Background: an optimization exercise with open tools, aiming at small area and few clock cycles. Do not read the settings as production practice.
Function was checked by simulation only, so behaviour that the tests miss may differ from the original.
No activity file was given, so power comes from the tool's default toggle rates.

==> 08-09 <==
Design montexp_seq, start of the top module:
module montexp_seq
#(
    parameter int WID     = montexp_pkg::DEF_WID,
    parameter int EWID    = montexp_pkg::DEF_EWID,
    parameter int ECNTWID = montexp_pkg::DEF_ECNTWID
) (
    input  logic            clk,
    input  logic            rst,
    input  logic            start,
    input  logic [WID-1:0]  xbar,
    input  logic [WID-1:0]  onem,
    input  logic [EWID-1:0] e,
    output logic            busy,
    output logic            done,
    output logic [WID-1:0]  result,
    output logic [WID-1:0]  mm_a,
    output logic [WID-1:0]  mm_b,
    output logic            mm_start,
    input  logic            mm_done,
    input  logic [WID-1:0]  mm_r
);
==> module montexp_opmux, before the edit <==
module montexp_opmux
#(
    parameter int WID = montexp_pkg::DEF_WID
) (
    input  logic           clk,
    input  logic           rst,
    input  logic           load,
    input  montexp_pkg::op_t op,
    input  logic [WID-1:0] acc,
    input  logic [WID-1:0] xbar,
    output logic [WID-1:0] mm_a,
    output logic [WID-1:0] mm_b
);
    logic [WID-1:0] bsel;
    always_comb begin
        bsel = op == montexp_pkg::OP_MUL ? xbar : acc;
    end
    always_ff @(posedge clk) begin
        if (!rst) begin
            mm_a <= '0;
            mm_b <= '0;
        end else if (load) begin
            mm_a <= acc;
            mm_b <= bsel;
        end
    end
endmodule
==> module montexp_seq, before the edit <==
module montexp_seq
#(
    parameter int WID     = montexp_pkg::DEF_WID,
    parameter int EWID    = montexp_pkg::DEF_EWID,
    parameter int ECNTWID = montexp_pkg::DEF_ECNTWID
) (
    input  logic            clk,
    input  logic            rst,
    input  logic            start,
    input  logic [WID-1:0]  xbar,
    input  logic [WID-1:0]  onem,
    input  logic [EWID-1:0] e,
    output logic            busy,
    output logic            done,
    output logic [WID-1:0]  result,
    output logic [WID-1:0]  mm_a,
    output logic [WID-1:0]  mm_b,
    output logic            mm_start,
    input  logic            mm_done,
    input  logic [WID-1:0]  mm_r
);
    montexp_pkg::state_t              state;
    montexp_pkg::state_t              nxt;
    montexp_pkg::op_t                 op;
    logic [WID-1:0]      acc;
    logic [EWID-1:0]     er;
    logic [ECNTWID-1:0]  idx;
    logic                issue_go;
    logic                cap;
    logic                to_mul;
    logic                to_sqr;
    logic                to_conv;
    montexp_opmux #(.WID(WID)) u_opmux (
        .clk  (clk),
        .rst  (rst),
        .load (issue_go),
        .op   (op),
        .acc  (acc),
        .xbar (xbar),
        .mm_a (mm_a),
        .mm_b (mm_b)
    );
    always_ff @(posedge clk) begin
        if (!rst)
            state <= montexp_pkg::S_IDLE;
        else
            state <= nxt;
    end
    always_comb begin
        to_mul = op == montexp_pkg::OP_SQR && er[EWID-1];
        to_sqr = !to_mul && idx != '0;
        to_conv = 1'b0;
    end
    always_comb begin
        nxt = state;
        case (state)
            montexp_pkg::S_IDLE:  nxt = start ? montexp_pkg::S_LOAD : montexp_pkg::S_IDLE;
            montexp_pkg::S_LOAD:  nxt = montexp_pkg::S_ISSUE;
            montexp_pkg::S_ISSUE: nxt = mm_done ? montexp_pkg::S_WLO : montexp_pkg::S_ISSUE;
            montexp_pkg::S_WLO:   nxt = mm_done ? montexp_pkg::S_WLO : montexp_pkg::S_WHI;
            montexp_pkg::S_WHI:   nxt = mm_done ? montexp_pkg::S_NEXT : montexp_pkg::S_WHI;
            montexp_pkg::S_NEXT:  nxt = (to_mul || to_sqr || to_conv) ? montexp_pkg::S_ISSUE : montexp_pkg::S_FIN;
            montexp_pkg::S_FIN:   nxt = montexp_pkg::S_IDLE;
            default: nxt = montexp_pkg::S_IDLE;
        endcase
    end
    always_comb begin
        busy     = state != montexp_pkg::S_IDLE;
        issue_go = state == montexp_pkg::S_ISSUE && mm_done;
        cap      = state == montexp_pkg::S_WHI && mm_done;
    end
    always_ff @(posedge clk) begin
        if (!rst) begin
            op       <= montexp_pkg::OP_SQR;
            acc      <= '0;
            er       <= '0;
            idx      <= '0;
            result   <= '0;
            done     <= 1'b0;
            mm_start <= 1'b0;
        end else begin
            mm_start <= issue_go;
            done     <= state == montexp_pkg::S_FIN;
            if (state == montexp_pkg::S_IDLE && start) begin
                er  <= e;
                acc <= onem;
                idx <= ECNTWID'(EWID - 1);
                op  <= montexp_pkg::OP_SQR;
            end
            if (cap)
                acc <= mm_r;
            if (state == montexp_pkg::S_NEXT) begin
                if (to_mul) begin
                    op <= montexp_pkg::OP_MUL;
                end else if (to_sqr) begin
                    idx <= idx - ECNTWID'(1);
                    er  <= er << 1;
                    op  <= montexp_pkg::OP_SQR;
                end else if (to_conv) begin
                    op <= montexp_pkg::OP_CONV;
                end
            end
            if (state == montexp_pkg::S_FIN)
                result <= acc;
        end
    end
endmodule
clock: 5.0 ns
lec_check: 0
cap_margin: 30
core_area: 10 10 630 630
die_area: 0 0 640 640
place_density: 0.6
slew_margin: 40
run.sh (not shown) runs the stock make flow with config.mk's settings and CLKGATE_MAP_FILE= SYNTH_SCRIPT=/design/flow/synth_recipe.tcl, a recipe that flattens the netlist after the stock synthesis.
==> inputs of 12-21, as changes to 08-09 <==
==> flow/design.v (replaced) <==
package montexp_pkg;
    localparam int DEF_WID      = 256;
    localparam int DEF_EWID     = 256;
    localparam int DEF_ECNTWID  = 8;
    localparam int TEST_WID     = 4;
    localparam int TEST_EWID    = 4;
    localparam int TEST_ECNTWID = 2;
endpackage
module montexp_opmux
#(
    parameter int WID = montexp_pkg::DEF_WID
) (
    input  logic           clk,
    input  logic           s_one,
    input  logic           s_res,
    input  logic           s_acc,
    input  logic           s_x,
    input  logic [WID-1:0] onem,
    input  logic [WID-1:0] mm_r,
    input  logic [WID-1:0] xbar,
    output logic [WID-1:0] mm_a,
    output logic [WID-1:0] mm_b
);
    logic [WID-1:0] acc;
    always_comb begin
        mm_a = ({WID{s_one}} & onem) | ({WID{s_res}} & mm_r) | ({WID{s_acc}} & acc);
        mm_b = s_x ? xbar : mm_a;
    end
    always_ff @(posedge clk)
        acc <= mm_a;
endmodule
module montexp_seq
#(
    parameter int WID     = montexp_pkg::DEF_WID,
    parameter int EWID    = montexp_pkg::DEF_EWID,
    parameter int ECNTWID = montexp_pkg::DEF_ECNTWID
) (
    input  logic            clk,
    input  logic            rst,
    input  logic            start,
    input  logic [WID-1:0]  xbar,
    input  logic [WID-1:0]  onem,
    input  logic [EWID-1:0] e,
    output logic            busy,
    output logic            done,
    output logic [WID-1:0]  result,
    output logic [WID-1:0]  mm_a,
    output logic [WID-1:0]  mm_b,
    output logic            mm_start,
    input  logic            mm_done,
    input  logic [WID-1:0]  mm_r
);
    logic                act;    
    logic                pend;   
    logic                val;    
    logic                mul;    
    logic [ECNTWID-1:0]  idx;    
    logic [EWID-1:0]     er;     
    logic                ebit;
    logic                last;
    logic                ret;
    logic                acpt;
    logic                nmul;
    logic                s_one;
    logic                s_acc;
    logic                s_x;
    always_comb begin
        ebit     = er[EWID-1];
        last     = idx == '0 && (mul || !ebit);
        nmul     = !mul && ebit;
        ret      = pend && mm_done;
        done     = ret && last;
        busy     = act && !done;
        mm_start = act && mm_done && !done;
        acpt     = start && !busy;
        s_one    = act && !pend;
        s_acc    = (pend && !mm_done) || (!act && val);
        s_x      = pend && (mm_done ? nmul : mul);
        result   = mm_a;
    end
    montexp_opmux #(.WID(WID)) u_opmux (
        .clk   (clk),
        .s_one (s_one),
        .s_res (ret),
        .s_acc (s_acc),
        .s_x   (s_x),
        .onem  (onem),
        .mm_r  (mm_r),
        .xbar  (xbar),
        .mm_a  (mm_a),
        .mm_b  (mm_b)
    );
    always_ff @(posedge clk) begin
        if (!rst) begin
            act  <= 1'b0;
            pend <= 1'b0;
            val  <= 1'b0;
        end else begin
            if (done) begin
                act  <= 1'b0;
                pend <= 1'b0;
                val  <= 1'b1;
            end
            if (mm_start)
                pend <= 1'b1;
            if (acpt) begin
                act  <= 1'b1;
                pend <= 1'b0;
            end
        end
    end
    logic e_ld, e_sh, e_hd;
    always_comb begin
        e_ld = acpt;
        e_sh = !acpt && mm_start && pend && !nmul;
        e_hd = !e_ld && !e_sh;
    end
    always_ff @(posedge clk)
        er <= ({EWID{e_ld}} & e) | ({EWID{e_sh}} & {er[EWID-2:0], 1'b0}) | ({EWID{e_hd}} & er);
    always_ff @(posedge clk) begin
        if (acpt) begin
            idx <= ECNTWID'(EWID - 1);
            mul <= 1'b0;
        end else if (mm_start && pend) begin
            mul <= nmul;
            if (!nmul)
                idx <= idx - ECNTWID'(1);
        end
    end
endmodule
==> qor summary <==
Crit Reg-Reg Endpoint: 08-09 er[42]; 12-21 er[133]
Portion of total power attributed to the clock network: 08-09 0.465; 12-21 0.389
Critical path data arrival time: 08-09 2.27 ns; 12-21 3.82 ns
Worst Tran Pin Value: 08-09 0.8405 ns; 12-21 0.8021 ns
Peak clock frequency supported by timing: 08-09 0.3060 GHz; 12-21 0.2073 GHz
Overall via count from detail_route: 08-09 54,299; 12-21 29,925
Gate power share: 08-09 0.125; 12-21 0.294
Multi-input gates: 08-09 4,169; 12-21 1,341
Worst hold slack after final layout: 08-09 0.4522 ns; 12-21 0.4711 ns
Final cell area excluding filler cells: 08-09 81,900 um^2; 12-21 51,310 um^2
Complex-gate fraction of the synthesized area: 08-09 0.2543; 12-21 0.2105
Minimum period implied by the final worst setup slack: 08-09 3.268 ns; 12-21 4.824 ns
Outcome: 08-09 timing/DRC/antenna clean; 12-21 timing/DRC/antenna clean
Synthesized-area fraction occupied by adder cells: 08-09 0.0004751; 12-21 0.001001
Clock group: 08-09 13.1 mW; 12-21 5.91 mW
Via count normalized by instance count: 08-09 4.228; 12-21 3.289
Overall Power: 08-09 28.08 mW; 12-21 15.19 mW
Quantity of gates resized following cts: 08-09 0; 12-21 16
Number of buffers and inverters on the critical path: 08-09 1; 12-21 5
Non-CTS buffers: 08-09 1,922; 12-21 1,941
Biggest cell delay along the critical path: 08-09 0.63 ns; 12-21 0.54 ns
Hold EP: 08-09 u_opmux.mm_a[67]; 12-21 er[0]
Sum of net half-perimeters after detailed placement: 08-09 342,500 um; 12-21 356,600 um
Testbench counts of 08-09, summed over its fixed seeds: cycles 257,630.
Testbench counts of 12-21, summed over its fixed seeds: cycles 202,300.

==> what the ideal ports hide <==
The results above use ideal ports. As a check the final layouts listed here were re-extracted and re-timed, cells and wires unchanged. Step 1: set_driving_cell puts a clkbuf_16 on clk and a buf_2 on each other input, an assumption about the parent block. Step 2 also shifts input and output timing later by t, the mid clock arrival at the registers, as if the neighbouring blocks saw the same clock. Three values: no drivers, after step 1, after step 2; two values: the first two.
run | shift t [ns] | slack for setup (ns) | hold WS [ns]
08-09 | 0.947 | 1.732 / 1.638 / 0.888 | 0.452 / 0.452 / 0.452
12-21 | 0.869 | 0.176 / 0.092 / 0.322 | 0.471 / 0.471 / 0.471
After both steps setup and hold are still met in every run listed. The setup slack of 08-09, which loses most, moves by -0.094 ns with the drivers and by -0.844 ns with both steps.
